Context: an optimization exercise on an open-source flow, tuned for a short achievable clock period. The choices shown serve that exercise and are no tape-out recipe.
In this exercise RTL edits were held to simulation tests only and were not proved equivalent to the original.
Power is estimated from default activity; no workload was simulated.

==> design.v <==
module icache_assoc #(
  parameter int SETS        = 8,
  parameter int WAYS        = 2,
  parameter int BLOCK_WORDS = 2
) (
  input  logic        CLK,
  input  logic        RST,
  input  logic        imemREN,
  input  logic [31:0] imemaddr,
  input  logic        dmemREN,
  input  logic        dmemWEN,
  input  logic        iflush,
  output logic        ihit,
  output logic [31:0] imemload,
  output logic        iREN,
  output logic [31:0] iaddr,
  input  logic        iwait,
  input  logic [31:0] iload,
  output logic [31:0] hit_count,
  output logic [31:0] miss_count
);
  localparam int BO = $clog2(BLOCK_WORDS);
  localparam int IW = $clog2(SETS);
  localparam int TW = 30 - BO - IW;
  localparam int WW = (WAYS > 1) ? $clog2(WAYS) : 1;
  localparam int CW = (BO > 0) ? BO : 1;
  localparam logic [31:0]   OFF_MASK  = 32'(BLOCK_WORDS * 4 - 1);
  localparam logic [CW-1:0] LAST_WORD = CW'(BLOCK_WORDS - 1);
  typedef enum logic {S_LOOKUP = 1'b0, S_FILL = 1'b1} state_t;
  state_t state_q, state_d;
  logic [31:0]     data_mem [SETS][WAYS][BLOCK_WORDS];
  logic [TW-1:0]   tag_mem  [SETS][WAYS];
  logic [SETS-1:0][WAYS-1:0] valid_q, valid_d;
  logic [SETS-1:0][WW-1:0]   ptr_q, ptr_d;
  logic [31:0]   fill_addr_q, fill_addr_d;
  logic [WW-1:0] victim_q, victim_d;
  logic [CW-1:0] word_cnt_q, word_cnt_d;
  logic [31:0]   hit_count_q, hit_count_d;
  logic [31:0]   miss_count_q, miss_count_d;
  logic [IW-1:0] req_idx;
  logic [TW-1:0] req_tag;
  logic [CW-1:0] req_off;
  logic [IW-1:0] fill_idx;
  logic [TW-1:0] fill_tag;
  logic          unused_addr_bits;
  assign req_idx          = imemaddr[BO+2 +: IW];
  assign req_tag          = imemaddr[31 -: TW];
  assign fill_idx         = fill_addr_q[BO+2 +: IW];
  assign fill_tag         = fill_addr_q[31 -: TW];
  assign unused_addr_bits = ^imemaddr[1:0];
  generate
    if (BO > 0) begin : g_off
      assign req_off = imemaddr[2 +: CW];
    end else begin : g_no_off
      assign req_off = '0;
    end
  endgenerate
  logic [SETS-1:0] set_sel;
  logic [SETS-1:0][WAYS-1:0] sw_match;
  logic [WAYS-1:0] way_match;
  always_comb begin
    for (int s = 0; s < SETS; s++) begin
      set_sel[s] = (req_idx == IW'(s));
      for (int w = 0; w < WAYS; w++)
        sw_match[s][w] = valid_q[s][w] && (tag_mem[s][w] == req_tag);
    end
    for (int w = 0; w < WAYS; w++) begin
      way_match[w] = 1'b0;
      for (int s = 0; s < SETS; s++)
        way_match[w] = way_match[w] | (set_sel[s] & sw_match[s][w]);
    end
  end
  logic [WAYS-1:0][31:0] way_word;
  always_comb begin
    for (int w = 0; w < WAYS; w++)
      way_word[w] = data_mem[req_idx][w][req_off];
  end
  logic [WW-1:0] victim_sel;
  always_comb begin
    victim_sel = ptr_q[req_idx];
    for (int w = WAYS - 1; w >= 0; w--)
      if (!valid_q[req_idx][w]) victim_sel = WW'(w);
  end
  logic dmem_busy, lookup_ok, lookup_hit, miss_start, word_take, fill_last, fill_done;
  logic [WAYS-1:0] way_hit;
  assign dmem_busy  = dmemREN | dmemWEN;
  assign lookup_ok  = (state_q == S_LOOKUP) && imemREN && !dmem_busy;
  assign lookup_hit = lookup_ok && (|way_match);
  assign miss_start = lookup_ok && !(|way_match) && !iflush;
  assign word_take  = (state_q == S_FILL) && !iwait;
  assign fill_last  = word_take && (word_cnt_q == LAST_WORD);
  assign fill_done  = fill_last && !iflush;
  always_comb begin
    for (int w = 0; w < WAYS; w++)
      way_hit[w] = way_match[w];
  end
  always_ff @(posedge CLK or posedge RST) begin
    if (RST) state_q <= S_LOOKUP;
    else     state_q <= state_d;
  end
  always_comb begin
    state_d = state_q;
    case (state_q)
      S_LOOKUP: if (miss_start) state_d = S_FILL;
      S_FILL:   if (iflush || fill_last) state_d = S_LOOKUP;
    endcase
  end
  always_comb begin
    ihit     = lookup_hit;
    imemload = '0;
    for (int w = 0; w < WAYS; w++)
      imemload = imemload | ({32{way_hit[w]}} & (way_word[w] & {32{lookup_ok}}));
    iREN     = (state_q == S_FILL);
    iaddr    = (state_q == S_FILL) ? (fill_addr_q | (32'(word_cnt_q) << 2)) : 32'd0;
  end
  always_comb begin
    valid_d      = valid_q;
    ptr_d        = ptr_q;
    fill_addr_d  = fill_addr_q;
    victim_d     = victim_q;
    word_cnt_d   = word_cnt_q;
    hit_count_d  = hit_count_q;
    miss_count_d = miss_count_q;
    if (state_q == S_LOOKUP) begin
      fill_addr_d = imemaddr & ~OFF_MASK;
      victim_d    = victim_sel;
      word_cnt_d  = '0;
    end
    if (state_q == S_FILL) valid_d[fill_idx][victim_q] = 1'b0;
    if (word_take) word_cnt_d = word_cnt_q + 1'b1;
    if (fill_done) begin
      valid_d[fill_idx][victim_q] = 1'b1;
      ptr_d[fill_idx] = (WAYS > 1) ? ptr_q[fill_idx] + 1'b1 : '0;
    end
    if (iflush) begin
      for (int s = 0; s < SETS; s++) begin
        valid_d[s] = '0;
        ptr_d[s]   = '0;
      end
    end
    if (lookup_hit && (hit_count_q != 32'hFFFF_FFFF)) hit_count_d = hit_count_q + 32'd1;
    if (miss_start && (miss_count_q != 32'hFFFF_FFFF)) miss_count_d = miss_count_q + 32'd1;
  end
  always_ff @(posedge CLK or posedge RST) begin
    if (RST) begin
      for (int s = 0; s < SETS; s++) begin
        valid_q[s] <= '0;
        ptr_q[s]   <= '0;
      end
      fill_addr_q  <= '0;
      victim_q     <= '0;
      word_cnt_q   <= '0;
      hit_count_q  <= '0;
      miss_count_q <= '0;
    end else begin
      valid_q      <= valid_d;
      ptr_q        <= ptr_d;
      fill_addr_q  <= fill_addr_d;
      victim_q     <= victim_d;
      word_cnt_q   <= word_cnt_d;
      hit_count_q  <= hit_count_d;
      miss_count_q <= miss_count_d;
    end
  end
  always_ff @(posedge CLK) begin
    if (word_take) data_mem[fill_idx][victim_q][word_cnt_q] <= iload;
    if (fill_done) tag_mem[fill_idx][victim_q] <= fill_tag;
  end
  assign hit_count  = hit_count_q;
  assign miss_count = miss_count_q;
endmodule
==> run.sh <==
#!/bin/bash
# synth_recipe.tcl (not shown) runs the flow's synth.tcl, then flattens the netlist and writes it again
# the make line also repeats each setting of config.mk as NAME=value (left out here)
make -C /OpenROAD-flow-scripts/flow DESIGN_CONFIG=/design/flow/config.mk WORK_HOME=/design/flow/orfs CLKGATE_MAP_FILE= SYNTH_SCRIPT=/design/flow/synth_recipe.tcl finish
==> config.mk <==
export PLATFORM = sky130hd
export DESIGN_NAME = icache_assoc
export DESIGN_NICKNAME = icache_assoc
export VERILOG_FILES = /design/flow/design.v
export SDC_FILE = /design/flow/constraint.sdc
export NUM_CORES = 4
export LEC_CHECK = 0
export CAP_MARGIN = 20
export CORE_MARGIN = 2
export CORE_UTILIZATION = 40
export SETUP_SLACK_MARGIN = 3.5
export SLEW_MARGIN = 20
==> constraint.sdc <==
create_clock -name core_clock -period 7.0 [get_ports {CLK}]
set_input_delay 1.4000 -clock core_clock [delete_from_list [all_inputs] [get_ports {CLK}]]
set_output_delay 1.4000 -clock core_clock [all_outputs]
set_load 0.01 [all_outputs]
==> results of run 1 <==
[layer usage]
metal	vias to the layer above	track usage, %	part of all wire (%)
met5	-	0	0.050
met4	16	8.73	4.1
met3	408	4.88	9.0
met2	1759	39.4	48
met1	18545	32.1	38
li1	14072	-	-
[sequential cells by signal, summed over array words and instances (netlist names)]
signal,flops
hit_count_q,32
data_mem,1024
tag_mem,416
ptr_q,8
state_q,1
valid_q,16
miss_count_q,32
fill_addr_q,29
word_cnt_q,1
victim_q,1
[path summary, 6_finish.rpt]
kind | startpoint | to | slack [ps] | cells past startpoint
max in group asynchronous | RST | fill_addr_q[4]$_DFFE_PP0N_ | 4670 | 3
max reg2reg | tag_mem[7][23]$_DFFE_PP_ | hit_count_q[16]$_DFFE_PP0P_ | 3560 | 16
min in group asynchronous | RST | miss_count_q[24]$_DFFE_PP0P_ | 1070 | 2
min reg2reg | fill_addr_q[25]$_DFFE_PP0N_ | tag_mem[10][19]$_DFFE_PP_ | 470 | 0
max | imemaddr[29] | imemload[1] | 1620 | 13
min | fill_addr_q[25]$_DFFE_PP0N_ | tag_mem[10][19]$_DFFE_PP_ | 470 | 0
[cells in the mapped netlist, types with 25 or more instances]
library cell	number	area (sq um)
sky130_fd_sc_hd__mux4_2	320	7210
sky130_fd_sc_hd__nor2_1	95	357
sky130_fd_sc_hd__nand4_1	132	826
sky130_fd_sc_hd__xor2_1	27	236
sky130_fd_sc_hd__edfxtp_1	1440	43200
sky130_fd_sc_hd__and2_1	35	219
sky130_fd_sc_hd__nand3_1	50	250
sky130_fd_sc_hd__clkbuf_1	58	218
sky130_fd_sc_hd__nor4_1	25	156
sky130_fd_sc_hd__nor3_1	31	155
sky130_fd_sc_hd__nand2_1	53	199
sky130_fd_sc_hd__a21oi_1	52	260
sky130_fd_sc_hd__mux2_2	31	349
sky130_fd_sc_hd__dfrtp_1	120	3000
sky130_fd_sc_hd__buf_6	48	541
sky130_fd_sc_hd__nand2b_1	69	432
sky130_fd_sc_hd__xnor2_1	450	3940
sky130_fd_sc_hd__buf_2	40	200
[power breakdown]
part	switching, uW	internal, uW
Sequential	50.7	10200
Clock	3610	4770
Combinational	770	591
Total	4430	15600
[stage by stage]
stage                     total power (uW)  std cells  utilization [%]  hold WS [ps]  setup WS, ps
after detailed placement             11600       5454             43.9           456           630
final                                20000       6035             50.5           465          1620
after global routing                 20600       6032             50.5           482          1610
after floorplan                      11100       3228                -           496          2490
after global placement               11600       5446             43.8           449           623
after CTS                            20200       6012             50.2           470          1790
[final cells by class]
class                   count  area [sq um]
repair buffers            609          7210
well taps                2058          2570
flip-flops and latches   1560         46300
fillers                 12414         77200
clock buffers             215          4370
diodes                      4          10.0
inverters                  16          63.8
multi-input cells        1500         17700
clock inverters            73           751
[kinds of logic (layout without fill, tap and decap cells)]
kind of cell    Yosys count  in the layout  share of synthesized area [%]
compound gates           95             95                          0.914
xor+xnor                480            480                           6.71
fa+ha+maj                11             11                          0.219
buf+inv                 183            913                           1.83
flops                  1560           1560                           73.5
mux                     356            356                           12.1
other cells               1              6                        0.00596
simple gates            541            556                           4.79
[what timing repair did]
action | CTS | global route
resized for setup | 776 | 93
setup buffers | 223 | 18
endpoints found under the setup margin | 872 | 469
pin swaps | 164 | 44
hold endpoints to repair | 0 | 0
gates cloned | 47 | 1
[critical path, delay by kind of cell]
family / cells / cell delay [ps]
simple gates: 4 / 930
xor+xnor: 1 / 200
compound gates: 2 / 450
buf+inv: 6 / 960
[cells in the final DEF (no fill, tap or decap), drive strengths merged, types with 3 or more instances in the layout]
cell type / Yosys / routed
mux4: 320 / 320
ha: 11 / 11
clkinvlp: 0 / 3
nand2: 53 / 53
or3: 3 / 3
a32oi: 3 / 3
a31oi: 4 / 4
dfrtp: 120 / 120
mux2i: 4 / 4
nand3: 52 / 54
nand2b: 69 / 69
clkinv: 1 / 57
a21oi: 52 / 52
and3b: 3 / 3
a22oi: 10 / 10
nor4: 25 / 25
nor3: 39 / 39
bufbuf: 0 / 6
clkbuf: 58 / 215
edfxtp: 1440 / 1440
and4: 5 / 11
xnor2: 453 / 453
a311oi: 3 / 3
bufinv: 0 / 10
o21ai: 15 / 15
clkdlybuf4s50: 0 / 88
diode: 0 / 4
buf: 109 / 512
nor2: 95 / 102
xor2: 27 / 27
and2: 36 / 36
mux2: 32 / 32
and3: 16 / 16
nand4: 134 / 134
inv: 15 / 19
nor3b: 3 / 3
==> metrics.log, run 1 <==
INFO  metric die_height = 401 um
INFO  metric max-clock-path-buffers = 3
INFO  metric tritoncts_clock_tree = built
INFO  metric hold_violations = 0
INFO  metric timing.final.crit_period = 5380 ps
INFO  metric worst_setup_path_end_kind = primary output
INFO  metric maxClockFrequency = 186 MHz
INFO  metric ant_nets = 0
INFO  metric wl_final = 194 mm
INFO  metric crit_path_max_incr_delay = 390 ps
INFO  metric synth-warning-count = 1
INFO  metric synth-edff-count = 1440
INFO  metric clkSlewWorstSetupHoldPaths = 50 ps
INFO  metric clock_tree.htree_level_count = 4
INFO  metric critical_path_required = 5600 ps
INFO  metric arrival = 3980 ps
INFO  metric route.detailed.drc = 0
INFO  metric ir_drop = 0.000223 V
INFO  metric async_reset_ff_share = 7.69%
INFO  metric avgViaCountPerCell = 5.77
INFO  metric clk_root_buffer_cell = sky130_fd_sc_hd__clkbuf_16
INFO  metric power.static_leakage = 0.0264 uW
INFO  metric layout.cell_area.non_filler = 0.0790 sq mm
INFO  metric synth.avg_cell_area = 19.5 sq um
INFO  metric num_vias = 34800
INFO  metric peak_fanout_along_the_critical_path = 8
INFO  metric numCtsBuffers = 163
INFO  metric clock_skew = 65.8 ps
INFO  metric timing_worst_slew_pin_value = 1100 ps
INFO  metric worst_slew_margin_rel = 26.5%
INFO  metric first_global_vias = 34025
INFO  metric area_of_the_die = 0.161 sq mm
INFO  metric min-delay-path-class = reg2reg
INFO  metric wire_length_of_the_first_global_routing_pass = 271 mm
INFO  metric grt_max_degree = 69
INFO  metric detail_route.wl_per_cell = 32.2 um
INFO  metric dpl.hpwl = 95.8 mm
INFO  metric gp_congestion = 0.819
INFO  metric crit_top_cell = sky130_fd_sc_hd__buf_12
INFO  metric number_of_buffers_added_to_fix_hold_violations_after_cts = 0
INFO  metric fp-row-count = 145
INFO  metric crit_slowest_cell = sky130_fd_sc_hd__nor4_4
INFO  metric totalNegativeSetupSlack = 0 ps
INFO  metric final_layout_size_suffix_gt1_share = 35.0%
INFO  metric start_util = 40.3%
INFO  metric worst_skew_pair.late_latency = 800 ps
INFO  metric fin_crit_sh = 76.9%
INFO  metric place.port_buffers = 196
INFO  metric setup_viol = 0
INFO  metric gr-total-overflow = 0
INFO  metric yosysUniqueCellTypes = 58
INFO  metric drtPass1Iterations = 8
INFO  metric worst_setup_path_start_kind = input port
INFO  metric synth-main-ff-cell = sky130_fd_sc_hd__edfxtp_1
INFO  metric die_width = 401 um
INFO  metric io_pins = 201
INFO  metric ys_seq_area_share = 73.5%
INFO  metric max_cap_violations = 0
INFO  metric synth.ff_latch_count = 1560
INFO  metric synth_area = 0.0630 sq mm
INFO  metric unrepaired_setup_endpoints_after_global_routing = yes
INFO  metric synthesis.instances = 3227
INFO  metric ordered_list_of_cells_on_the_worst_path = buf_6 -> buf_12 -> xnor2_2 -> nand4_1 -> nor4_4 -> a22oi_2 -> buf_4 -> and4_4 -> buf_12 -> buf_8 -> nand2b_4 -> a21oi_4 -> buf_2
INFO  metric outcome = complete, no violations
INFO  metric placement.cell_area = 0.0686 sq mm
INFO  metric global_router_s_overall_resource_usage = 24.1%
INFO  metric final_nets = 3932
INFO  metric clkSinkCount = 1560
INFO  metric drt_iter0_markers = 4215
INFO  metric syn2layout_area_growth = 25.4%
INFO  metric timing_worst_setup_path_type = in2out
INFO  metric core_region_area = 0.156 sq mm
INFO  metric powerDensity = 254 mW/mm^2
INFO  metric antenna_found_initial = 20
INFO  metric max_slew_violations = 0
==> run 2: changes to the inputs <==
--- a/design.v
+++ b/design.v
@@ -56,4 +56,5 @@
     end
   endgenerate
+  logic dmem_busy, lookup_ok, lookup_hit, miss_start, word_take, fill_last, fill_done;
   logic [SETS-1:0] set_sel;
   logic [SETS-1:0][WAYS-1:0] sw_match;
@@ -71,8 +72,9 @@
     end
   end
-  logic [WAYS-1:0][31:0] way_word;
+  logic [SETS-1:0][WAYS-1:0][31:0] sw_word;
   always_comb begin
-    for (int w = 0; w < WAYS; w++)
-      way_word[w] = data_mem[req_idx][w][req_off];
+    for (int s = 0; s < SETS; s++)
+      for (int w = 0; w < WAYS; w++)
+        sw_word[s][w] = data_mem[s][w][req_off] & {32{lookup_ok}};
   end
   logic [WW-1:0] victim_sel;
@@ -82,6 +84,4 @@
       if (!valid_q[req_idx][w]) victim_sel = WW'(w);
   end
-  logic dmem_busy, lookup_ok, lookup_hit, miss_start, word_take, fill_last, fill_done;
-  logic [WAYS-1:0] way_hit;
   assign dmem_busy  = dmemREN | dmemWEN;
   assign lookup_ok  = (state_q == S_LOOKUP) && imemREN && !dmem_busy;
@@ -91,7 +91,9 @@
   assign fill_last  = word_take && (word_cnt_q == LAST_WORD);
   assign fill_done  = fill_last && !iflush;
+  logic [SETS-1:0][WAYS-1:0] sw_hit;
   always_comb begin
-    for (int w = 0; w < WAYS; w++)
-      way_hit[w] = way_match[w];
+    for (int s = 0; s < SETS; s++)
+      for (int w = 0; w < WAYS; w++)
+        sw_hit[s][w] = set_sel[s] & sw_match[s][w];
   end
   always_ff @(posedge CLK or posedge RST) begin
@@ -109,6 +111,7 @@
     ihit     = lookup_hit;
     imemload = '0;
-    for (int w = 0; w < WAYS; w++)
-      imemload = imemload | ({32{way_hit[w]}} & (way_word[w] & {32{lookup_ok}}));
+    for (int s = 0; s < SETS; s++)
+      for (int w = 0; w < WAYS; w++)
+        imemload = imemload | ({32{sw_hit[s][w]}} & sw_word[s][w]);
     iREN     = (state_q == S_FILL);
     iaddr    = (state_q == S_FILL) ? (fill_addr_q | (32'(word_cnt_q) << 2)) : 32'd0;
@@ -122,10 +125,10 @@
     hit_count_d  = hit_count_q;
     miss_count_d = miss_count_q;
-    if (state_q == S_LOOKUP) begin
+    if (miss_start) begin
       fill_addr_d = imemaddr & ~OFF_MASK;
       victim_d    = victim_sel;
       word_cnt_d  = '0;
+      valid_d[req_idx][victim_sel] = 1'b0;
     end
-    if (state_q == S_FILL) valid_d[fill_idx][victim_q] = 1'b0;
     if (word_take) word_cnt_d = word_cnt_q + 1'b1;
     if (fill_done) begin
==> run 2 against run 1 <==
  * Area after synthesis rose by 2.3%
  * Synthesized cell count grew 23%
  * Combinational power grew 37%
  * Utilization rose by 3.4 points
  * Count of clock-buffer cells in the layout up 5
  * Final area rose by 9.5%
  * Sequential share of layout area fell by 5.1 points
  * Flip-flop and latch count unchanged
  * Die area increased by 2.3%
  * Non-clock buffer count grew 357
==> metrics.log, run 2 <==
INFO  metric outcome = complete, no violations (unchanged)
INFO  metric worst_reg2reg_path_startpoint = tag_mem[5][21]$_DFFE_PP_ (was tag_mem[7][23]$_DFFE_PP_)
INFO  metric drtPass1Iterations = 7 (was 8)
INFO  metric final_layout_size_suffix_gt1_share = 33.1% (was 35.0%)
INFO  metric wl_final = 229 mm (was 194 mm)
INFO  metric fp-row-count = 147 (was 145)
INFO  metric crit_path_max_incr_delay = 300 ps (was 390 ps)
INFO  metric number_of_buffers_added_to_fix_hold_violations_after_cts = 0 (unchanged)
INFO  metric global_router_s_overall_resource_usage = 27.1% (was 24.1%)
INFO  metric hold_violations = 0 (unchanged)
INFO  metric layout_commonest_cell = sky130_fd_sc_hd__edfxtp_1 (unchanged)
INFO  metric start_util = 40.2% (was 40.3%)
INFO  metric yosys.area.top_type = sky130_fd_sc_hd__edfxtp_1 (unchanged)
INFO  metric worst_skew_pair.late_latency = 820 ps (was 800 ps)
INFO  metric tritoncts_clock_tree = built (unchanged)
INFO  metric powerDensity = 240 mW/mm^2 (was 254 mW/mm^2)
INFO  metric worst_setup_path_end_kind = register (was primary output)
INFO  metric max_cap_violations = 0 (unchanged)
INFO  metric worst_setup_path_start_kind = input port (unchanged)
INFO  metric synth.ff_latch_count = 1560 (unchanged)
INFO  metric detail_route.wl_per_cell = 31.7 um (was 32.2 um)
INFO  metric numCtsBuffers = 165 (was 163)
INFO  metric synth.most_common_cell = sky130_fd_sc_hd__edfxtp_1 (unchanged)
INFO  metric total_power = 20700 uW (was 20000 uW)
INFO  metric ys_top_cells_by_count = sky130_fd_sc_hd__edfxtp_1 (1440), sky130_fd_sc_hd__mux2i_1 (516), sky130_fd_sc_hd__xnor2_1 (441) (was sky130_fd_sc_hd__edfxtp_1 (1440), sky130_fd_sc_hd__xnor2_1 (450), sky130_fd_sc_hd__mux4_2 (320))
INFO  metric synth_area = 0.0644 sq mm (was 0.0630 sq mm)
INFO  metric power.static_leakage = 0.0307 uW (was 0.0264 uW)
INFO  metric max-clock-path-buffers = 3 (unchanged)
INFO  metric synth-main-ff-cell = sky130_fd_sc_hd__edfxtp_1 (unchanged)
INFO  metric synth.avg_cell_area = 16.2 sq um (was 19.5 sq um)
INFO  metric clkSlewWorstSetupHoldPaths = 60 ps (was 50 ps)
INFO  metric arrival = 6070 ps (was 3980 ps)
INFO  metric ys_seq_area_share = 71.8% (was 73.5%)
INFO  metric gp_congestion = 0.894 (was 0.819)
INFO  metric ant_nets = 0 (unchanged)
INFO  metric core_region_area = 0.160 sq mm (was 0.156 sq mm)
INFO  metric timing_worst_setup_path_type = in2reg (was in2out)
INFO  metric timing_worst_slew_pin_value = 1110 ps (was 1100 ps)
INFO  metric synthDominantCellAreaShare = 67.1% (was 68.7%)
INFO  metric place.port_buffers = 196 (unchanged)
INFO  metric antenna_found_initial = 11 (was 20)
INFO  metric totalNegativeSetupSlack = 0 ps (unchanged)
INFO  metric async_reset_ff_share = 7.69% (unchanged)
INFO  metric regMostFlops = data_mem (unchanged)
INFO  metric wire_length_of_the_first_global_routing_pass = 312 mm (was 271 mm)
INFO  metric syn2layout_area_growth = 34.2% (was 25.4%)
INFO  metric max_slew_violations = 0 (unchanged)
INFO  metric critical_path.startpoint = imemaddr[17] (was imemaddr[29])
INFO  metric route.detailed.drc = 0 (unchanged)
INFO  metric timing.hold.worst.start = hit_count_q[8]$_DFFE_PP0P_ (was fill_addr_q[25]$_DFFE_PP0N_)
INFO  metric final_cell_mix = sky130_fd_sc_hd__edfxtp_1 (1440), sky130_fd_sc_hd__mux2i_1 (516), sky130_fd_sc_hd__buf_4 (489), sky130_fd_sc_hd__xnor2_1 (265), sky130_fd_sc_hd__nand4_1 (217) (was sky130_fd_sc_hd__edfxtp_1 (1440), sky130_fd_sc_hd__xnor2_1 (365), sky130_fd_sc_hd__mux4_2 (320), sky130_fd_sc_hd__buf_4 (241), sky130_fd_sc_hd__clkbuf_16 (166))
INFO  metric peak_fanout_along_the_critical_path = 7 (was 8)
INFO  metric reg2reg_setup_slack = 2090 ps (was 3560 ps)
INFO  metric die_height = 405 um (was 401 um)
INFO  metric timing.final.crit_period = 5370 ps (was 5380 ps)
INFO  metric worst_slew_margin_rel = 25.9% (was 26.5%)
INFO  metric clk_root_buffer_cell = sky130_fd_sc_hd__clkbuf_16 (unchanged)
INFO  metric fin_crit_sh = 76.7% (was 76.9%)
INFO  metric io_pins = 201 (unchanged)
INFO  metric maxClockFrequency = 186 MHz (about the same)
INFO  metric biggestRegsByFlops = data_mem x1024, tag_mem x416 (unchanged)
INFO  metric min-delay-path-class = reg2reg (unchanged)
INFO  metric synth-warning-count = 1 (unchanged)
INFO  metric yosysUniqueCellTypes = 62 (was 58)
INFO  metric dpl.hpwl = 108 mm (was 95.8 mm)
INFO  metric grt_max_degree = 78 (was 69)
INFO  metric critical_path_required = 7700 ps (was 5600 ps)
INFO  metric area_of_the_die = 0.164 sq mm (was 0.161 sq mm)
INFO  metric synthesis.instances = 3978 (was 3227)
INFO  metric clock_tree.htree_level_count = 4 (unchanged)
INFO  metric crit_top_cell = sky130_fd_sc_hd__buf_4 (was sky130_fd_sc_hd__buf_12)
INFO  metric avgViaCountPerCell = 5.92 (was 5.77)
INFO  metric unrepaired_setup_endpoints_after_global_routing = yes (unchanged)
INFO  metric max_ffs_per_register = 1024 (unchanged)
INFO  metric crit_slowest_cell = sky130_fd_sc_hd__mux2_4 (was sky130_fd_sc_hd__nor4_4)
INFO  metric synthTopCellsByArea = sky130_fd_sc_hd__edfxtp_1 (67%), sky130_fd_sc_hd__mux2i_1 (8.0%), sky130_fd_sc_hd__xnor2_1 (6.0%), sky130_fd_sc_hd__dfrtp_1 (4.7%), sky130_fd_sc_hd__nand4_1 (2.1%) (was sky130_fd_sc_hd__edfxtp_1 (69%), sky130_fd_sc_hd__mux4_2 (11%), sky130_fd_sc_hd__xnor2_1 (6.3%), sky130_fd_sc_hd__dfrtp_1 (4.8%), sky130_fd_sc_hd__nand4_1 (1.3%))
INFO  metric first_global_vias = 40627 (was 34025)
INFO  metric n_fill_cell = 12453 (was 12414)
INFO  metric setup_viol = 0 (unchanged)
INFO  metric synth-edff-count = 1440 (unchanged)
INFO  metric clock_skew = 43.8 ps (was 65.8 ps)
INFO  metric final_nets = 5012 (was 3932)
INFO  metric clkSinkCount = 1560 (unchanged)
INFO  metric gr-total-overflow = 0 (unchanged)
INFO  metric drt_iter0_markers = 5273 (was 4215)
INFO  metric num_vias = 42740 (was 34800)
INFO  metric die_width = 405 um (was 401 um)
INFO  metric ir_drop = 0.000277 V (was 0.000223 V)
==> run 2: cells by family after synthesis <==
| group | Yosys count | share of synthesized area [%] |
|---|---|---|
| DFF | 1560 | 71.8 |
| and+or+nand+nor | 788 | 6.67 |
| muxes | 546 | 8.58 |
| xor gates and xnor gates | 481 | 6.54 |
| AOI/OAI and AO/OA | 357 | 3.82 |
| buffers and inverters | 226 | 2.24 |
| adders and majority gates | 19 | 0.369 |
| other | 1 | 0.00582 |
==> run 2: power breakdown <==
group	internal, uW	switching [uW]
clock	4670	3720
combinational	671	1190
sequential	10400	60.4
total	15700	4970
==> run 2: what timing repair did <==
item	CTS	global route
setup buffers	466	73
endpoints found under the setup margin	467	458
gates resized for setup	924	257
pin swaps	220	149
gates cloned	47	2
==> run 2: area by class of cell <==
type,instances,area [sq um],area share (%)
Sequential cell,1560,46300,53.5
Multi-Input combinational cell,2202,21500,24.8
Timing Repair Buffer,966,10800,12.5
Clock buffer,220,4370,5.05
Tap cell,2160,2700,3.13
Clock inverter,75,732,0.847
Inverter,27,115,0.133
Antenna cell,5,12.5,0.0145
==> run 2: stage by stage <==
stage                     instances  hold slack, ps  cell area, sq um  setup slack [ps]  utilization, %
after CTS                      7133             498             84300              1780            52.6
after floorplan                3979             495             65400              2420               -
after global placement         6321             476             70500               478            44.0
after global routing           7212             520             86400              1620            53.9
after detailed placement       6325             484             70600               444            44.1
final                          7215             494             86400              1630            54.0
==> run 2: per-layer routing <==
layer | up-vias | routed length [um] | part of all wire (%) | GRT usage, %
li1 | 17494 | - | - | -
met1 | 21964 | 89800 | 39 | 36.7
met2 | 2673 | 103000 | 45 | 41.4
met3 | 599 | 24500 | 11 | 6.98
met4 | 10 | 11800 | 5.1 | 11.6
met5 | - | 80 | 0.035 | 0
==> run 2: path summary, 6_finish.rpt <==
kind | endpoint | cells after the start
worst max register to register | fill_addr_q[14]$_DFFE_PP0N_ | 28
worst min register to register | hit_count_q[8]$_DFFE_PP0P_ | 1
worst min-delay path | hit_count_q[8]$_DFFE_PP0P_ | 1
max in group asynchronous | fill_addr_q[31]$_DFFE_PP0N_ | 3
min in group asynchronous | hit_count_q[0]$_DFFE_PP0P_ | 2
worst max-delay path | fill_addr_q[14]$_DFFE_PP0N_ | 31
==> run 2: worst max-delay path, delay by kind of cell <==
kind / cells / cell delay, ps
AO/OA/AOI/OAI: 1 / 160
XOR/XNOR: 1 / 160
buffers and inverters: 24 / 3180
multiplexers: 1 / 300
AND/OR/NAND/NOR: 4 / 810
==> run 3: changes to the inputs <==
--- a/config.mk
+++ b/config.mk
@@ -9,4 +9,5 @@
 export CORE_MARGIN = 2
 export CORE_UTILIZATION = 40
-export SETUP_SLACK_MARGIN = 3.5
+export SETUP_SLACK_MARGIN = 3.0
 export SLEW_MARGIN = 20
+export TNS_END_PERCENT = 5
==> run 3 against run 2 <==
  * Still clean
  * Non-clock buffer count fell by 240
  * Via count down 4.1%
  * Sequential share of layout area increased by 3.1 points
  * Die area is the same
  * Largest cell class unchanged
  * Largest power group unchanged
==> metrics.log, run 3 <==
INFO  metric setup_viol = 0 (unchanged)
INFO  metric max_slew_violations = 0 (unchanged)
INFO  metric antenna_found_initial = 18 (was 11)
INFO  metric gp_congestion = 0.907 (was 0.894)
INFO  metric ys_top_cells_by_count = sky130_fd_sc_hd__edfxtp_1 (1440), sky130_fd_sc_hd__mux2i_1 (516), sky130_fd_sc_hd__xnor2_1 (441) (unchanged)
INFO  metric synth.most_common_cell = sky130_fd_sc_hd__edfxtp_1 (unchanged)
INFO  metric wire_length_of_the_first_global_routing_pass = 303 mm (was 312 mm)
INFO  metric synth-edff-count = 1440 (unchanged)
INFO  metric clk_root_buffer_cell = sky130_fd_sc_hd__clkbuf_16 (unchanged)
INFO  metric worst_skew_pair.late_latency = 850 ps (was 820 ps)
INFO  metric hold_violations = 0 (unchanged)
INFO  metric async_reset_ff_share = 7.69% (unchanged)
INFO  metric yosysUniqueCellTypes = 62 (unchanged)
INFO  metric avgViaCountPerCell = 5.89 (was 5.92)
INFO  metric drtPass1Iterations = 6 (was 7)
INFO  metric arrival = 3980 ps (was 6070 ps)
INFO  metric ir_drop = 0.000246 V (was 0.000277 V)
INFO  metric totalNegativeSetupSlack = 0 ps (unchanged)
INFO  metric multi_input_area = 0.0192 sq mm (was 0.0215 sq mm)
INFO  metric worst_setup_path_start_kind = input port (unchanged)
INFO  metric final_nets = 4762 (was 5012)
INFO  metric ant_nets = 0 (unchanged)
INFO  metric route.detailed.drc = 0 (unchanged)
INFO  metric fp-row-count = 147 (unchanged)
INFO  metric total_power = 20500 uW (was 20700 uW)
INFO  metric core_region_area = 0.160 sq mm (unchanged)
INFO  metric crit_slowest_cell = sky130_fd_sc_hd__nor4_4 (was sky130_fd_sc_hd__mux2_4)
INFO  metric clkSinkCount = 1560 (unchanged)
INFO  metric die_height = 405 um (unchanged)
INFO  metric tritoncts_clock_tree = built (unchanged)
INFO  metric ys_seq_area_share = 71.8% (unchanged)
INFO  metric final_cell_mix = sky130_fd_sc_hd__edfxtp_1 (1440), sky130_fd_sc_hd__mux2i_1 (516), sky130_fd_sc_hd__buf_4 (364), sky130_fd_sc_hd__xnor2_1 (310), sky130_fd_sc_hd__nand4_1 (217) (was sky130_fd_sc_hd__edfxtp_1 (1440), sky130_fd_sc_hd__mux2i_1 (516), sky130_fd_sc_hd__buf_4 (489), sky130_fd_sc_hd__xnor2_1 (265), sky130_fd_sc_hd__nand4_1 (217))
INFO  metric timing_worst_slew_pin_value = 1210 ps (was 1110 ps)
INFO  metric io_pins = 201 (unchanged)
INFO  metric cp_top_family = buffers and inverters (unchanged)
INFO  metric n_fill_cell = 12954 (was 12453)
INFO  metric place.port_buffers = 196 (unchanged)
INFO  metric timing.critical_path.buf_inv = 5 (was 24)
INFO  metric worst_setup_path_end_kind = primary output (was register)
INFO  metric powerDensity = 251 mW/mm^2 (was 240 mW/mm^2)
INFO  metric start_util = 40.2% (unchanged)
INFO  metric power.static_leakage = 0.0285 uW (was 0.0307 uW)
INFO  metric first_global_vias = 39045 (was 40627)
INFO  metric clkSlewWorstSetupHoldPaths = 50 ps (was 60 ps)
INFO  metric biggestRegsByFlops = data_mem x1024, tag_mem x416 (unchanged)
INFO  metric min-delay-path-class = reg2reg (unchanged)
INFO  metric synth.ff_latch_count = 1560 (unchanged)
INFO  metric place_worst_setup_slack = 344 ps (was 444 ps)
INFO  metric synth-main-ff-cell = sky130_fd_sc_hd__edfxtp_1 (unchanged)
INFO  metric outcome = complete, no violations (unchanged)
INFO  metric gr-total-overflow = 0 (unchanged)
INFO  metric final_layout_size_suffix_gt1_share = 24.0% (was 33.1%)
INFO  metric detail_route.wl_per_cell = 31.7 um (about the same)
INFO  metric post-route-worst-setup-slack = 1620 ps (was 1630 ps)
INFO  metric synth_area = 0.0644 sq mm (unchanged)
INFO  metric timing.final.crit_period = 5380 ps (was 5370 ps)
INFO  metric wl_final = 220 mm (was 229 mm)
INFO  metric maxClockFrequency = 186 MHz (about the same)
INFO  metric unrepaired_setup_endpoints_after_global_routing = yes (unchanged)
INFO  metric synth-warning-count = 1 (unchanged)
INFO  metric synthDominantCellAreaShare = 67.1% (unchanged)
INFO  metric max_ffs_per_register = 1024 (unchanged)
INFO  metric grt_max_degree = 66 (was 78)
INFO  metric ordered_list_of_cells_on_the_worst_path = buf_4 -> bufbuf_16 -> xnor2_4 -> nand4_1 -> nor4_4 -> nand2_4 -> buf_12 -> buf_16 -> o22a_1 -> o221ai_4 -> nor3_4 -> a31oi_2 -> buf_2
INFO  metric max_cap_violations = 0 (unchanged)
INFO  metric synth.avg_cell_area = 16.2 sq um (unchanged)
INFO  metric clock_skew = 82.6 ps (was 43.8 ps)
INFO  metric synthesis.instances = 3978 (unchanged)
INFO  metric critical_path_required = 5600 ps (was 7700 ps)
INFO  metric drt_iter0_markers = 4970 (was 5273)
INFO  metric dpl.hpwl = 108 mm (about the same)
INFO  metric global_router_s_overall_resource_usage = 26.5% (was 27.1%)
INFO  metric area_of_the_die = 0.164 sq mm (unchanged)
INFO  metric synthTopCellsByArea = sky130_fd_sc_hd__edfxtp_1 (67%), sky130_fd_sc_hd__mux2i_1 (8.0%), sky130_fd_sc_hd__xnor2_1 (6.0%), sky130_fd_sc_hd__dfrtp_1 (4.7%), sky130_fd_sc_hd__nand4_1 (2.1%) (unchanged)
INFO  metric die_width = 405 um (unchanged)
INFO  metric regMostFlops = data_mem (unchanged)
INFO  metric final-seq-area = 0.0462 sq mm (was 0.0463 sq mm)
INFO  metric timing_worst_setup_path_type = in2out (was in2reg)
INFO  metric numCtsBuffers = 163 (was 165)
INFO  metric fin_crit_sh = 76.9% (was 76.7%)
INFO  metric worst_slew_margin_rel = 19.3% (was 25.9%)
INFO  metric num_vias = 40977 (was 42740)
INFO  metric crit_path_max_incr_delay = 380 ps (was 300 ps)
INFO  metric layout_commonest_cell = sky130_fd_sc_hd__edfxtp_1 (unchanged)
INFO  metric peak_fanout_along_the_critical_path = 7 (unchanged)
INFO  metric syn2layout_area_growth = 26.7% (was 34.2%)
INFO  metric max-clock-path-buffers = 3 (unchanged)
INFO  metric fin_worst_hold_slack = 490 ps (was 494 ps)
INFO  metric yosys.area.top_type = sky130_fd_sc_hd__edfxtp_1 (unchanged)
INFO  metric clock_tree.htree_level_count = 4 (unchanged)
[run 3: cell type report]
| type | instances | share of cell area, % |
|---|---|---|
| Sequential cell | 1560 | 56.6 |
| Clock inverter | 79 | 1.01 |
| Inverter | 27 | 0.127 |
| Clock buffer | 211 | 5.29 |
| Timing Repair Buffer | 726 | 10.0 |
| Multi-Input combinational cell | 2194 | 23.6 |
| Antenna cell | 5 | 0.0153 |
| Tap cell | 2160 | 3.31 |
[run 3: path summary, 6_finish.rpt]
| check | start | to | slack [ps] | depth (start not counted) |
|---|---|---|---|---|
| hold / removal | miss_count_q[13]$_DFFE_PP0P_ | miss_count_q[13]$_DFFE_PP0P_ | 490 | 1 |
| hold reg to reg | miss_count_q[13]$_DFFE_PP0P_ | miss_count_q[13]$_DFFE_PP0P_ | 490 | 1 |
| max in group asynchronous | RST | hit_count_q[8]$_DFFE_PP0P_ | 4580 | 3 |
| setup reg to reg | tag_mem[7][1]$_DFFE_PP_ | miss_count_q[27]$_DFFE_PP0P_ | 2260 | 25 |
| setup / recovery | imemaddr[15] | imemload[7] | 1620 | 13 |
| min in group asynchronous | RST | valid_q[3]$_DFF_PP0_ | 1130 | 2 |
[run 3: logic make-up (layout without fill, tap and decap cells)]
family | Yosys count | after routing | synth area share, %
mux | 546 | 546 | 8.58
fa+ha+maj | 19 | 19 | 0.369
buf+inv | 226 | 1043 | 2.24
compound gates | 357 | 357 | 3.82
other cells | 1 | 7 | 0.00582
simple gates | 788 | 789 | 6.67
flops | 1560 | 1560 | 71.8
xor+xnor | 481 | 481 | 6.54
[run 3: per-layer routing]
layer	part of all wire [%]	GRT usage, %	wire [um]	vias to the layer above
met2	46	41.1	101000	2299
li1	-	-	-	16952
met3	10	5.56	22800	480
met4	4.2	10.2	9300	10
met5	0.031	0	69	-
met1	40	36.6	87700	21236
[run 3: power breakdown]
part	switching [uW]	internal [uW]	leakage, uW	total, uW
combinational	1110	577	0.0115	1690
clock	3750	4600	0.00247	8340
sequential	77.3	10400	0.0146	10500
total	4930	15600	0.0285	20500
[run 3: metrics by stage]
| stage | instance area, sq um | util, % | cells |
|---|---|---|---|
| after floorplan | 64400 | - | 3979 |
| after global placement | 70100 | 43.8 | 6341 |
| after detailed placement | 70200 | 43.8 | 6343 |
| after CTS | 80900 | 50.5 | 6929 |
| after global routing | 81600 | 51.0 | 6958 |
| final | 81600 | 51.0 | 6962 |
[run 3: timing repair]
item / 4_1_cts / 5_1_grt
buffers inserted: 260 / 26
gates cloned: 36 / 2
pin swaps: 98 / 73
setup endpoints to repair: 141 / 109
hold buffers: 0 / 0
resized for setup: 558 / 140
==> run 4: changes to the inputs <==
--- a/design.v
+++ b/design.v
@@ -125,10 +125,10 @@
     hit_count_d  = hit_count_q;
     miss_count_d = miss_count_q;
-    if (miss_start) begin
+    if (state_q == S_LOOKUP) begin
       fill_addr_d = imemaddr & ~OFF_MASK;
       victim_d    = victim_sel;
       word_cnt_d  = '0;
-      valid_d[req_idx][victim_sel] = 1'b0;
     end
+    if (state_q == S_FILL) valid_d[fill_idx][victim_q] = 1'b0;
     if (word_take) word_cnt_d = word_cnt_q + 1'b1;
     if (fill_done) begin
==> run 4 against run 3 <==
  * Still clean on timing, DRC and antenna
  * Flip-flop and latch count is the same
  * Non-clock buffer count shrank 121
  * Clock power shrank 3.1%
  * Critical endpoint is now imemload[23]
  * Largest power group unchanged
==> metrics.log, run 4 <==
INFO  metric ys_top_cells_by_count = sky130_fd_sc_hd__edfxtp_1 (1440), sky130_fd_sc_hd__mux2i_1 (516), sky130_fd_sc_hd__xnor2_1 (456) (was sky130_fd_sc_hd__edfxtp_1 (1440), sky130_fd_sc_hd__mux2i_1 (516), sky130_fd_sc_hd__xnor2_1 (441))
INFO  metric critical_path.endpoint = imemload[23] (was imemload[7])
INFO  metric power.static_leakage = 0.0279 uW (was 0.0285 uW)
INFO  metric die_height = 403 um (was 405 um)
INFO  metric fp-row-count = 146 (was 147)
INFO  metric regToRegEndpoint = data_mem[21][27]$_DFFE_PP_ (was miss_count_q[27]$_DFFE_PP0P_)
INFO  metric wl_final = 218 mm (was 220 mm)
INFO  metric ff2ff_path_depth = 5 (was 25)
INFO  metric drt_iter0_markers = 5338 (was 4970)
INFO  metric totalNegativeSetupSlack = 0 ps (unchanged)
INFO  metric synth-edff-count = 1440 (unchanged)
INFO  metric synth_area = 0.0638 sq mm (was 0.0644 sq mm)
INFO  metric dp_cells = 6152 (was 6343)
INFO  metric arrival = 3830 ps (was 3980 ps)
INFO  metric global_router_s_overall_resource_usage = 26.4% (was 26.5%)
INFO  metric drtPass1Iterations = 6 (unchanged)
INFO  metric io_pins = 201 (unchanged)
INFO  metric place.port_buffers = 196 (unchanged)
INFO  metric start_util = 40.3% (was 40.2%)
INFO  metric peak_fanout_along_the_critical_path = 8 (was 7)
INFO  metric max_cap_violations = 0 (unchanged)
INFO  metric outcome = complete, no violations (unchanged)
INFO  metric final_cell_mix = sky130_fd_sc_hd__edfxtp_1 (1440), sky130_fd_sc_hd__mux2i_1 (516), sky130_fd_sc_hd__xnor2_1 (275), sky130_fd_sc_hd__nand4_1 (232), sky130_fd_sc_hd__buf_4 (227) (was sky130_fd_sc_hd__edfxtp_1 (1440), sky130_fd_sc_hd__mux2i_1 (516), sky130_fd_sc_hd__buf_4 (364), sky130_fd_sc_hd__xnor2_1 (310), sky130_fd_sc_hd__nand4_1 (217))
INFO  metric ir_drop = 0.000266 V (was 0.000246 V)
INFO  metric first_global_vias = 37857 (was 39045)
INFO  metric yosys.area.top_type = sky130_fd_sc_hd__edfxtp_1 (unchanged)
INFO  metric grt_max_degree = 66 (unchanged)
INFO  metric fin_crit_sh = 74.7% (was 76.9%)
INFO  metric critical_path_required = 5600 ps (about the same)
INFO  metric route.detailed.drc = 0 (unchanged)
INFO  metric setup_viol = 0 (unchanged)
INFO  metric yosysUniqueCellTypes = 61 (was 62)
INFO  metric unrepaired_setup_endpoints_after_global_routing = yes (unchanged)
INFO  metric ys_seq_area_share = 72.4% (was 71.8%)
INFO  metric num_vias = 40050 (was 40977)
INFO  metric synth.most_common_cell = sky130_fd_sc_hd__edfxtp_1 (unchanged)
INFO  metric clock_tree.htree_level_count = 4 (unchanged)
INFO  metric timing_worst_setup_path_type = in2out (unchanged)
INFO  metric max-clock-path-buffers = 3 (unchanged)
INFO  metric timing.final.crit_period = 5230 ps (was 5380 ps)
INFO  metric filler_free_cell_count_of_the_finished_design = 6683 (was 6962)
INFO  metric clock_skew = 37.1 ps (was 82.6 ps)
INFO  metric worst_reg2reg_path_startpoint = state_q$_DFF_PP0_ (was tag_mem[7][1]$_DFFE_PP_)
INFO  metric max_slew_violations = 0 (unchanged)
INFO  metric antenna_found_initial = 11 (was 18)
INFO  metric clkSinkCount = 1560 (unchanged)
INFO  metric async_reset_ff_share = 7.69% (unchanged)
INFO  metric reg2reg_setup_slack = 3580 ps (was 2260 ps)
INFO  metric synth.ff_latch_count = 1560 (unchanged)
INFO  metric wire_length_of_the_first_global_routing_pass = 299 mm (was 303 mm)
INFO  metric critical_path.startpoint = imemaddr[24] (was imemaddr[15])
INFO  metric timing.hold.worst.start = hit_count_q[17]$_DFFE_PP0P_ (was miss_count_q[13]$_DFFE_PP0P_)
INFO  metric core_region_area = 0.158 sq mm (was 0.160 sq mm)
INFO  metric synth-warning-count = 1 (unchanged)
INFO  metric regMostFlops = data_mem (unchanged)
INFO  metric worst_skew_pair.late_latency = 810 ps (was 850 ps)
INFO  metric tritoncts_clock_tree = built (unchanged)
INFO  metric numCtsBuffers = 159 (was 163)
INFO  metric dpl.hpwl = 108 mm (about the same)
INFO  metric avgViaCountPerCell = 5.99 (was 5.89)
INFO  metric max_ffs_per_register = 1024 (unchanged)
INFO  metric die_width = 403 um (was 405 um)
INFO  metric worst_setup_path_end_kind = primary output (unchanged)
INFO  metric clk_root_buffer_cell = sky130_fd_sc_hd__clkbuf_16 (unchanged)
INFO  metric timing_worst_slew_pin_value = 1290 ps (was 1210 ps)
INFO  metric final-seq-area = 0.0462 sq mm (about the same)
INFO  metric syn2layout_area_growth = 27.4% (was 26.7%)
INFO  metric worst_setup_path_start_kind = input port (unchanged)
INFO  metric n_fill_cell = 12670 (was 12954)
INFO  metric hold_violations = 0 (unchanged)
INFO  metric number_of_buffers_added_to_fix_hold_violations_after_cts = 0 (unchanged)
INFO  metric min-delay-path-class = reg2reg (unchanged)
INFO  metric final_nets = 4563 (was 4762)
INFO  metric multi_input_area = 0.0199 sq mm (was 0.0192 sq mm)
INFO  metric gp_congestion = 0.884 (was 0.907)
INFO  metric layout.cell_area.non_filler = 0.0813 sq mm (was 0.0816 sq mm)
INFO  metric detail_route.wl_per_cell = 32.6 um (was 31.7 um)
INFO  metric ant_nets = 0 (unchanged)
INFO  metric clkSlewWorstSetupHoldPaths = 60 ps (was 50 ps)
INFO  metric layout_commonest_cell = sky130_fd_sc_hd__edfxtp_1 (unchanged)
INFO  metric total_power = 19600 uW (was 20500 uW)
INFO  metric synthesis.instances = 3905 (was 3978)
INFO  metric area_of_the_die = 0.163 sq mm (was 0.164 sq mm)
INFO  metric biggestRegsByFlops = data_mem x1024, tag_mem x416 (unchanged)
INFO  metric powerDensity = 242 mW/mm^2 (was 251 mW/mm^2)
INFO  metric synthTopCellsByArea = sky130_fd_sc_hd__edfxtp_1 (68%), sky130_fd_sc_hd__mux2i_1 (8.1%), sky130_fd_sc_hd__xnor2_1 (6.3%), sky130_fd_sc_hd__dfrtp_1 (4.7%), sky130_fd_sc_hd__nand4_1 (2.3%) (was sky130_fd_sc_hd__edfxtp_1 (67%), sky130_fd_sc_hd__mux2i_1 (8.0%), sky130_fd_sc_hd__xnor2_1 (6.0%), sky130_fd_sc_hd__dfrtp_1 (4.7%), sky130_fd_sc_hd__nand4_1 (2.1%))
INFO  metric synth-main-ff-cell = sky130_fd_sc_hd__edfxtp_1 (unchanged)
INFO  metric fin_util = 51.3% (was 51.0%)
INFO  metric synth.avg_cell_area = 16.3 sq um (was 16.2 sq um)
INFO  metric worst_slew_margin_rel = 14.3% (was 19.3%)
INFO  metric final_layout_size_suffix_gt1_share = 25.6% (was 24.0%)
INFO  metric placement.cell_area = 0.0695 sq mm (was 0.0702 sq mm)
INFO  metric gr-total-overflow = 0 (unchanged)
INFO  metric maxClockFrequency = 191 MHz (was 186 MHz)
INFO  metric synthDominantCellAreaShare = 67.7% (was 67.1%)
## run 4: worst min path at each step
stage / to / slack, ps / cells past startpoint
2_1_floorplan: ptr_q[5]$_DFFE_PP0P_ / 490 / 2
3_3_place_gp: hit_count_q[17]$_DFFE_PP0P_ / 470 / 1
3_5_place_dp: hit_count_q[17]$_DFFE_PP0P_ / 480 / 1
4_1_cts: hit_count_q[17]$_DFFE_PP0P_ / 490 / 1
5_1_grt: miss_count_q[8]$_DFFE_PP0P_ / 510 / 1
6_report: hit_count_q[17]$_DFFE_PP0P_ / 490 / 1
## run 4: worst max-delay path, cell delays in order
cell                       delay, ps
sky130_fd_sc_hd__buf_6           120
sky130_fd_sc_hd__buf_16          180
sky130_fd_sc_hd__xnor2_2         240
sky130_fd_sc_hd__nand4_1         170
sky130_fd_sc_hd__nor4_2          360
sky130_fd_sc_hd__nand2_2         120
sky130_fd_sc_hd__buf_12          170
sky130_fd_sc_hd__buf_12          150
sky130_fd_sc_hd__buf_12          120
sky130_fd_sc_hd__o22a_1          230
sky130_fd_sc_hd__o221ai_4         90
sky130_fd_sc_hd__nor3_4           90
sky130_fd_sc_hd__a31oi_2         190
sky130_fd_sc_hd__buf_2           160
## run 4: metal layers
| layer | GRT usage [%] | share of wire, % | vias up | routed length [um] |
|---|---|---|---|---|
| li1 | - | - | 16448 | - |
| met5 | 0 | 0.015 | - | 32 |
| met2 | 40.9 | 46 | 2313 | 100000 |
| met3 | 5.88 | 10 | 440 | 22800 |
| met1 | 36.3 | 40 | 20843 | 86400 |
| met4 | 10.3 | 4.1 | 6 | 9040 |
## run 4: where the power goes
part	leakage, uW	total [uW]	switching [uW]	internal (uW)
registers	0.0145	10300	40.7	10200
logic	0.0110	1290	790	499
clock network	0.00238	8080	3650	4420
## run 4: cell families (layout without fill, tap and decap cells)
logic type	Yosys count	count (layout)	share of synthesized area, %
buf+inv	212	916	1.91
mux	550	550	8.73
flops	1560	1560	72.4
other cells	1	3	0.00587
compound gates	336	336	3.68
fa+ha+maj	12	12	0.235
simple gates	755	755	6.42
xor+xnor	479	479	6.57
## run 4: layout make-up
| cell class | count | area share (%) |
|---|---|---|
| flip-flops and latches | 1560 | 56.9 |
| multi-input cells | 2134 | 24.5 |
| repair buffers | 605 | 9.36 |
| clock buffers | 212 | 5.22 |
| well taps | 2072 | 3.19 |
| clock inverters | 79 | 0.797 |
| inverters | 20 | 0.0985 |
| diodes | 1 | 0.00308 |
## run 4: timing repair
action                     CTS  global route
setup buffers              178             6
pin swaps                  151            35
cloned                      49             3
setup endpoints to repair  115            65
resized for setup          833            46
## run 4: metrics by stage
step	setup slack (ps)	hold WS, ps
final	1770	491
after global routing	1660	514
after CTS	1880	489
after detailed placement	430	481
after global placement	419	470
after floorplan	2300	487
==> run 5: changes to the inputs <==
--- a/config.mk
+++ b/config.mk
@@ -9,5 +9,6 @@
 export CORE_MARGIN = 2
 export CORE_UTILIZATION = 40
-export SETUP_SLACK_MARGIN = 3.0
+export GPL_ROUTABILITY_DRIVEN = 0
+export PLACE_DENSITY = 0.7
+export SETUP_SLACK_MARGIN = 3.5
 export SLEW_MARGIN = 20
-export TNS_END_PERCENT = 5
==> run 5 against run 4 <==
  * Critical path depth fell by 2
  * Die area is the same
  * Worst setup slack got worse by 66 ps
  * Still clean on timing, DRC and antenna
  * Register-to-register slack hardly changed
==> metrics.log, run 5 <==
INFO  metric worst_reg2reg_path_startpoint = state_q$_DFF_PP0_ (unchanged)
INFO  metric crit_path_max_incr_delay = 320 ps (was 360 ps)
INFO  metric ys_seq_area_share = 72.4% (unchanged)
INFO  metric global_router_s_overall_resource_usage = 26.0% (was 26.4%)
INFO  metric area_of_the_die = 0.163 sq mm (unchanged)
INFO  metric critical_path.startpoint = imemaddr[14] (was imemaddr[24])
INFO  metric die_width = 403 um (unchanged)
INFO  metric synth-warning-count = 1 (unchanged)
INFO  metric clk_root_buffer_cell = sky130_fd_sc_hd__clkbuf_16 (unchanged)
INFO  metric synth-main-ff-cell = sky130_fd_sc_hd__edfxtp_1 (unchanged)
INFO  metric timing_worst_slew_pin_value = 1150 ps (was 1290 ps)
INFO  metric start_util = 40.3% (unchanged)
INFO  metric final-seq-area = 0.0463 sq mm (was 0.0462 sq mm)
INFO  metric reg2reg_setup_slack = 3590 ps (was 3580 ps)
INFO  metric syn2layout_area_growth = 31.0% (was 27.4%)
INFO  metric power.combinational.fraction = 6.9% (was 6.6%)
INFO  metric wire_length_of_the_first_global_routing_pass = 299 mm (about the same)
INFO  metric place_worst_setup_slack = 232 ps (was 430 ps)
INFO  metric antenna_found_initial = 8 (was 11)
INFO  metric avgViaCountPerCell = 6.18 (was 5.99)
INFO  metric numCtsBuffers = 152 (was 159)
INFO  metric clkSlewWorstSetupHoldPaths = 60 ps (about the same)
INFO  metric worst_slew_margin_rel = 23.5% (was 14.3%)
INFO  metric power.share.clock = 40.9% (was 41.1%)
INFO  metric synth.avg_cell_area = 16.3 sq um (unchanged)
INFO  metric outcome = complete, no violations (unchanged)
INFO  metric crit_slowest_cell = sky130_fd_sc_hd__nor4_2 (unchanged)
INFO  metric unrepaired_setup_endpoints_after_global_routing = yes (unchanged)
INFO  metric first_global_vias = 39661 (was 37857)
INFO  metric post-route-worst-setup-slack = 1700 ps (was 1770 ps)
INFO  metric drt_iter0_markers = 6156 (was 5338)
INFO  metric biggestRegsByFlops = data_mem x1024, tag_mem x416 (unchanged)
INFO  metric synth.most_common_cell = sky130_fd_sc_hd__edfxtp_1 (unchanged)
INFO  metric synthesis.instances = 3905 (unchanged)
INFO  metric fin_util = 52.8% (was 51.3%)
INFO  metric final_cell_mix = sky130_fd_sc_hd__edfxtp_1 (1440), sky130_fd_sc_hd__mux2i_1 (516), sky130_fd_sc_hd__buf_4 (267), sky130_fd_sc_hd__xnor2_1 (238), sky130_fd_sc_hd__nand4_1 (232) (was sky130_fd_sc_hd__edfxtp_1 (1440), sky130_fd_sc_hd__mux2i_1 (516), sky130_fd_sc_hd__xnor2_1 (275), sky130_fd_sc_hd__nand4_1 (232), sky130_fd_sc_hd__buf_4 (227))
INFO  metric cp_top_family = buffers and inverters (unchanged)
INFO  metric fin_worst_hold_slack = 481 ps (was 491 ps)
INFO  metric netSwitchingFraction = 22.5% (was 22.8%)
INFO  metric multi_input_area = 0.0212 sq mm (was 0.0199 sq mm)
INFO  metric timing.critical_path.buf_inv = 4 (was 6)
INFO  metric detail_route.wl_per_cell = 33.2 um (was 32.6 um)
INFO  metric regMostFlops = data_mem (unchanged)
INFO  metric ant_nets = 0 (unchanged)
INFO  metric crit_top_cell = sky130_fd_sc_hd__buf_12 (unchanged)
INFO  metric die_height = 403 um (unchanged)
INFO  metric final_layout_size_suffix_gt1_share = 30.3% (was 25.6%)
INFO  metric powerDensity = 236 mW/mm^2 (was 242 mW/mm^2)
INFO  metric setup_viol = 0 (unchanged)
INFO  metric power.static_leakage = 0.0290 uW (was 0.0279 uW)
INFO  metric yosys.area.top_type = sky130_fd_sc_hd__edfxtp_1 (unchanged)
INFO  metric total_switching_power = 4440 uW (was 4480 uW)
INFO  metric share_seq_of_total_power = 52.2% (was 52.3%)
INFO  metric max-clock-path-buffers = 3 (unchanged)
INFO  metric route.detailed.drc = 0 (unchanged)
INFO  metric filler_free_cell_count_of_the_finished_design = 6768 (was 6683)
INFO  metric maxClockFrequency = 189 MHz (was 191 MHz)
INFO  metric dpl.hpwl = 106 mm (was 108 mm)
INFO  metric async_reset_ff_share = 7.69% (unchanged)
INFO  metric layout_commonest_cell = sky130_fd_sc_hd__edfxtp_1 (unchanged)
INFO  metric gr-total-overflow = 0 (unchanged)
INFO  metric max_slew_violations = 0 (unchanged)
INFO  metric synthDominantCellAreaShare = 67.7% (unchanged)
INFO  metric synth.ff_latch_count = 1560 (unchanged)
INFO  metric synthTopCellsByArea = sky130_fd_sc_hd__edfxtp_1 (68%), sky130_fd_sc_hd__mux2i_1 (8.1%), sky130_fd_sc_hd__xnor2_1 (6.3%), sky130_fd_sc_hd__dfrtp_1 (4.7%), sky130_fd_sc_hd__nand4_1 (2.3%) (unchanged)
INFO  metric fp-row-count = 146 (unchanged)
INFO  metric clkSinkCount = 1560 (unchanged)
INFO  metric synth-edff-count = 1440 (unchanged)
INFO  metric place.port_buffers = 196 (unchanged)
INFO  metric arrival = 3900 ps (was 3830 ps)
INFO  metric min-delay-path-class = reg2reg (unchanged)
INFO  metric worst_setup_path_start_kind = input port (unchanged)
INFO  metric timing_worst_setup_path_type = in2out (unchanged)
INFO  metric max_cap_violations = 0 (unchanged)
INFO  metric ir_drop = 0.000255 V (was 0.000266 V)
INFO  metric fin_crit_sh = 75.6% (was 74.7%)
INFO  metric hold_violations = 0 (unchanged)
INFO  metric drtPass1Iterations = 8 (was 6)
INFO  metric clock_tree.htree_level_count = 4 (unchanged)
INFO  metric totalNegativeSetupSlack = 0 ps (unchanged)
INFO  metric worst_skew_pair.late_latency = 810 ps (about the same)
INFO  metric grt_max_degree = 121 (was 66)
INFO  metric core_region_area = 0.158 sq mm (unchanged)
INFO  metric yosysUniqueCellTypes = 61 (unchanged)
INFO  metric final_nets = 4658 (was 4563)
INFO  metric power_report.internal_total = 15300 uW (was 15200 uW)
INFO  metric ys_top_cells_by_count = sky130_fd_sc_hd__edfxtp_1 (1440), sky130_fd_sc_hd__mux2i_1 (516), sky130_fd_sc_hd__xnor2_1 (456) (unchanged)
INFO  metric dp_cells = 6164 (was 6152)
INFO  metric worst_setup_path_end_kind = primary output (unchanged)
INFO  metric critical_path_required = 5600 ps (about the same)
INFO  metric peak_fanout_along_the_critical_path = 33 (was 8)
INFO  metric tritoncts_clock_tree = built (unchanged)
INFO  metric ordered_list_of_cells_on_the_worst_path = clkbuf_4 -> buf_12 -> xnor2_1 -> nand4_1 -> nor4_2 -> nand2_2 -> buf_12 -> o22a_1 -> o221ai_2 -> nor3_2 -> a31oi_2 -> buf_2 (was buf_6 -> buf_16 -> xnor2_2 -> nand4_1 -> nor4_2 -> nand2_2 -> buf_12 -> buf_12 -> buf_12 -> o22a_1 -> o221ai_4 -> nor3_4 -> a31oi_2 -> buf_2)
INFO  metric num_vias = 41853 (was 40050)
INFO  metric number_of_buffers_added_to_fix_hold_violations_after_cts = 0 (unchanged)
INFO  metric max_ffs_per_register = 1024 (unchanged)
INFO  metric io_pins = 201 (unchanged)
INFO  metric timing.final.crit_period = 5300 ps (was 5230 ps)
INFO  metric timing.hold.worst.start = miss_count_q[5]$_DFFE_PP0P_ (was hit_count_q[17]$_DFFE_PP0P_)
INFO  metric synth_area = 0.0638 sq mm (unchanged)
INFO  metric clock_skew = 45.7 ps (was 37.1 ps)
INFO  metric n_fill_cell = 11767 (was 12670)
INFO  metric wl_final = 224 mm (was 218 mm)
## run 5: power by group through the flow
stage                     sequential, uW  combinational, uW  clock, uW
after floorplan                    10500                552          0
after global placement             10500                983          0
after detailed placement           10500                997          0
after CTS                          10300               1240       8070
after global routing               10300               1380       8430
final                              10300               1360       8050
## run 5: layer usage
| layer | wire (um) | GRT usage (%) | up-vias | share of wire [%] |
|---|---|---|---|---|
| met5 | 22 | 0 | - | 0.0098 |
| met2 | 101000 | 40.4 | 3293 | 45 |
| met3 | 29100 | 6.59 | 846 | 13 |
| li1 | - | - | 16660 | - |
| met1 | 77000 | 32.9 | 21050 | 34 |
| met4 | 16700 | 16.0 | 4 | 7.4 |
## run 5: logic make-up (layout without fill, tap and decap cells)
kind of cell    Yosys count  count (layout)  synth area share, %
flops                  1560            1560                 72.4
mux                     550             550                 8.73
simple gates            755             765                 6.42
compound gates          336             336                 3.68
buf+inv                 212             987                 1.91
other cells               1               7              0.00587
xor+xnor                479             479                 6.57
fa+ha+maj                12              12                0.235
## run 5: path summary, 6_finish.rpt
| check | to | depth (start not counted) |
|---|---|---|
| setup / recovery | imemload[8] | 12 |
| hold reg to reg | miss_count_q[5]$_DFFE_PP0P_ | 1 |
| max in group asynchronous | state_q$_DFF_PP0_ | 3 |
| hold / removal | miss_count_q[5]$_DFFE_PP0P_ | 1 |
| min in group asynchronous | fill_addr_q[11]$_DFFE_PP0N_ | 3 |
| setup reg to reg | data_mem[12][15]$_DFFE_PP_ | 10 |
## run 5: stage by stage
step | total power (uW) | instance area [sq um]
after global routing | 20100 | 83600
after CTS | 19600 | 81600
after global placement | 11500 | 70500
after floorplan | 11000 | 65600
final | 19700 | 83600
after detailed placement | 11500 | 70700
## run 5: area by class of cell
cell class,count,area share (%)
Multi-Input combinational cell,2144,25.3
Clock buffer,193,4.85
Clock inverter,77,0.905
Tap cell,2072,3.10
Sequential cell,1560,55.3
Inverter,20,0.0943
Timing Repair Buffer,697,10.4
Antenna cell,5,0.0150
## run 5: what timing repair did
action                     in CTS  in global routing
cloned                         45                 13
hold endpoints to repair        0                  0
setup buffers                 221                 50
setup endpoints to repair     355                512
gates resized for setup       910                238
pin swaps                     135                123
## run 5: worst reg2reg max path, delay by kind of cell, from the launching register on
kind | cells | cell delay, ps
buffers and inverters | 7 | 1260
DFF | 1 | 450
and+or+nand+nor | 3 | 1300
==> run 6: changes to the inputs <==
--- a/config.mk
+++ b/config.mk
@@ -6,9 +6,8 @@
 export NUM_CORES = 4
 export LEC_CHECK = 0
+export ABC_AREA = 1
 export CAP_MARGIN = 20
 export CORE_MARGIN = 2
 export CORE_UTILIZATION = 40
-export GPL_ROUTABILITY_DRIVEN = 0
-export PLACE_DENSITY = 0.7
 export SETUP_SLACK_MARGIN = 3.5
 export SLEW_MARGIN = 20
==> run 6 against run 5 <==
  * Still clean
  * Global-route usage rose by 3.4 points
  * Sequential share of layout area is 2.0 points lower
  * Sequential power is essentially flat
  * Power up 4.1%
  * Clock power up 8.3%
  * Die area increased by 8.4%
  * Utilization shrank 2.2 points
  * Register-to-register slack hardly changed
==> metrics.log, run 6 <==
INFO  metric gr-total-overflow = 0 (unchanged)
INFO  metric dr_wl_met3 = 23.2 mm (was 29.1 mm)
INFO  metric arrival = 3850 ps (was 3900 ps)
INFO  metric max_cap_violations = 0 (unchanged)
INFO  metric placement.cell_area = 0.0757 sq mm (was 0.0707 sq mm)
INFO  metric outcome = complete, no violations (unchanged)
INFO  metric synth_area = 0.0692 sq mm (was 0.0638 sq mm)
INFO  metric min-delay-path-class = reg2reg (unchanged)
INFO  metric global_router_s_overall_resource_usage = 29.4% (was 26.0%)
INFO  metric start_util = 40.3% (about the same)
INFO  metric min_delay_worst_endpoint = hit_count_q[4]$_DFFE_PP0P_ (was miss_count_q[5]$_DFFE_PP0P_)
INFO  metric biggestRegsByFlops = data_mem x1024, tag_mem x416 (unchanged)
INFO  metric ir_drop = 0.000258 V (was 0.000255 V)
INFO  metric layout.cell_area.non_filler = 0.0869 sq mm (was 0.0836 sq mm)
INFO  metric power.share.clock = 42.5% (was 40.9%)
INFO  metric area_of_the_die = 0.176 sq mm (was 0.163 sq mm)
INFO  metric drtPass1Iterations = 8 (unchanged)
INFO  metric setup_viol = 0 (unchanged)
INFO  metric timing_worst_slew_pin_value = 1240 ps (was 1150 ps)
INFO  metric grt_max_degree = 121 (unchanged)
INFO  metric synth-edff-count = 1440 (unchanged)
INFO  metric detail_route.wl_per_cell = 28.1 um (was 33.2 um)
INFO  metric yosysUniqueCellTypes = 54 (was 61)
INFO  metric async_reset_ff_share = 7.69% (unchanged)
INFO  metric share_seq_of_total_power = 50.5% (was 52.2%)
INFO  metric crit_slowest_cell = sky130_fd_sc_hd__nor2_4 (was sky130_fd_sc_hd__nor4_2)
INFO  metric fin_worst_hold_slack = 495 ps (was 481 ps)
INFO  metric clkSlewWorstSetupHoldPaths = 60 ps (about the same)
INFO  metric maxClockFrequency = 191 MHz (was 189 MHz)
INFO  metric numCtsBuffers = 167 (was 152)
INFO  metric synthDominantCellAreaShare = 62.4% (was 67.7%)
INFO  metric ys_top_cells_by_count = sky130_fd_sc_hd__nand2_1 (1832), sky130_fd_sc_hd__edfxtp_1 (1440), sky130_fd_sc_hd__nor2_1 (689) (was sky130_fd_sc_hd__edfxtp_1 (1440), sky130_fd_sc_hd__mux2i_1 (516), sky130_fd_sc_hd__xnor2_1 (456))
INFO  metric clock_skew = 51.4 ps (was 45.7 ps)
INFO  metric synthesis.instances = 6247 (was 3905)
## run 6: cell types whose count changed in the layout (fill, tap and decap cells not counted), sizes merged, moves of 39 or more
cell / change
nand2: +1741
nor2: +557
xnor2: -330
mux2i: -132
nand4: -142
inv: +500
nor4: -39
nand3: +93
o21ai: +283
o22ai: -48
nor3: -60
## run 6: logic make-up after synthesis
| logic type | share of synthesized area, % |
|---|---|
| buffers and inverters | 4.58 |
| AO/OA/AOI/OAI | 3.99 |
| other | 0.00542 |
| flip-flops | 66.8 |
| XOR/XNOR | 2.05 |
| adder cells (fa/ha/maj) | 0.217 |
| AND/OR/NAND/NOR | 16.8 |
| multiplexers | 5.55 |
## run 6: repair_timing
item,in CTS,in global routing
gates resized for setup,933,274
cloned,42,4
setup endpoints to repair,486,210
buffers inserted,195,32
pin swaps,141,89
## run 6: power groups by stage
stage / logic (uW) / clock network, uW / registers, uW
after detailed placement: 1160 / 0 / 10600
final: 1440 / 8720 / 10400
after CTS: 1370 / 8820 / 10400
after global routing: 1500 / 9180 / 10400
after global placement: 1160 / 0 / 10600
after floorplan: 599 / 0 / 10500
## run 6: worst max-delay path by stage
stage / startpoint / endpoint / slack [ps] / cells after the start
floorplan: imemaddr[2] / imemload[9] / 2670 / 8
global placement: imemaddr[10] / imemload[24] / 330 / 16
detailed placement: imemaddr[10] / imemload[24] / 330 / 16
CTS: imemaddr[14] / imemload[2] / 1840 / 19
global route: imemaddr[8] / imemload[2] / 1680 / 19
finish: imemaddr[4] / imemload[2] / 1750 / 17
## run 6: final cells by class
type	count	area (sq um)	share of cell area, %
antenna	10	25.0	0.0288
clock buffer	213	4490	5.17
clock inverter	91	836	0.962
inverter	524	2280	2.63
multi-input combinational	3944	21900	25.2
sequential	1560	46300	53.3
tap	2310	2890	3.33
timing repair buffer	671	8090	9.31
timing repair inverter	6	50.0	0.0576
## run 6: through the flow
step | setup WS, ps | util [%] | instances | power (uW)
floorplan | 2670 | - | 6248 | 11100
global placement | 331 | 44.0 | 8736 | 11700
detailed placement | 332 | 44.1 | 8740 | 11700
CTS | 1840 | 49.9 | 9281 | 20500
global route | 1680 | 50.6 | 9325 | 21000
finish | 1750 | 50.6 | 9329 | 20500
## run 6: per-layer routing
| layer | vias to the layer above | global-route usage, % |
|---|---|---|
| met5 | - | 0 |
| met4 | 14 | 14.1 |
| met3 | 626 | 5.42 |
| met2 | 2648 | 48.3 |
| met1 | 25294 | 37.6 |
| li1 | 22567 | - |

Setup slack of run 6, layout unchanged: 1.751 ns with ideal ports, 1.667 ns with driving cells assumed (clock clkbuf_16, inputs buf_2), 1.667 ns with port delays also shifted by the 0.895 ns mid clock arrival.
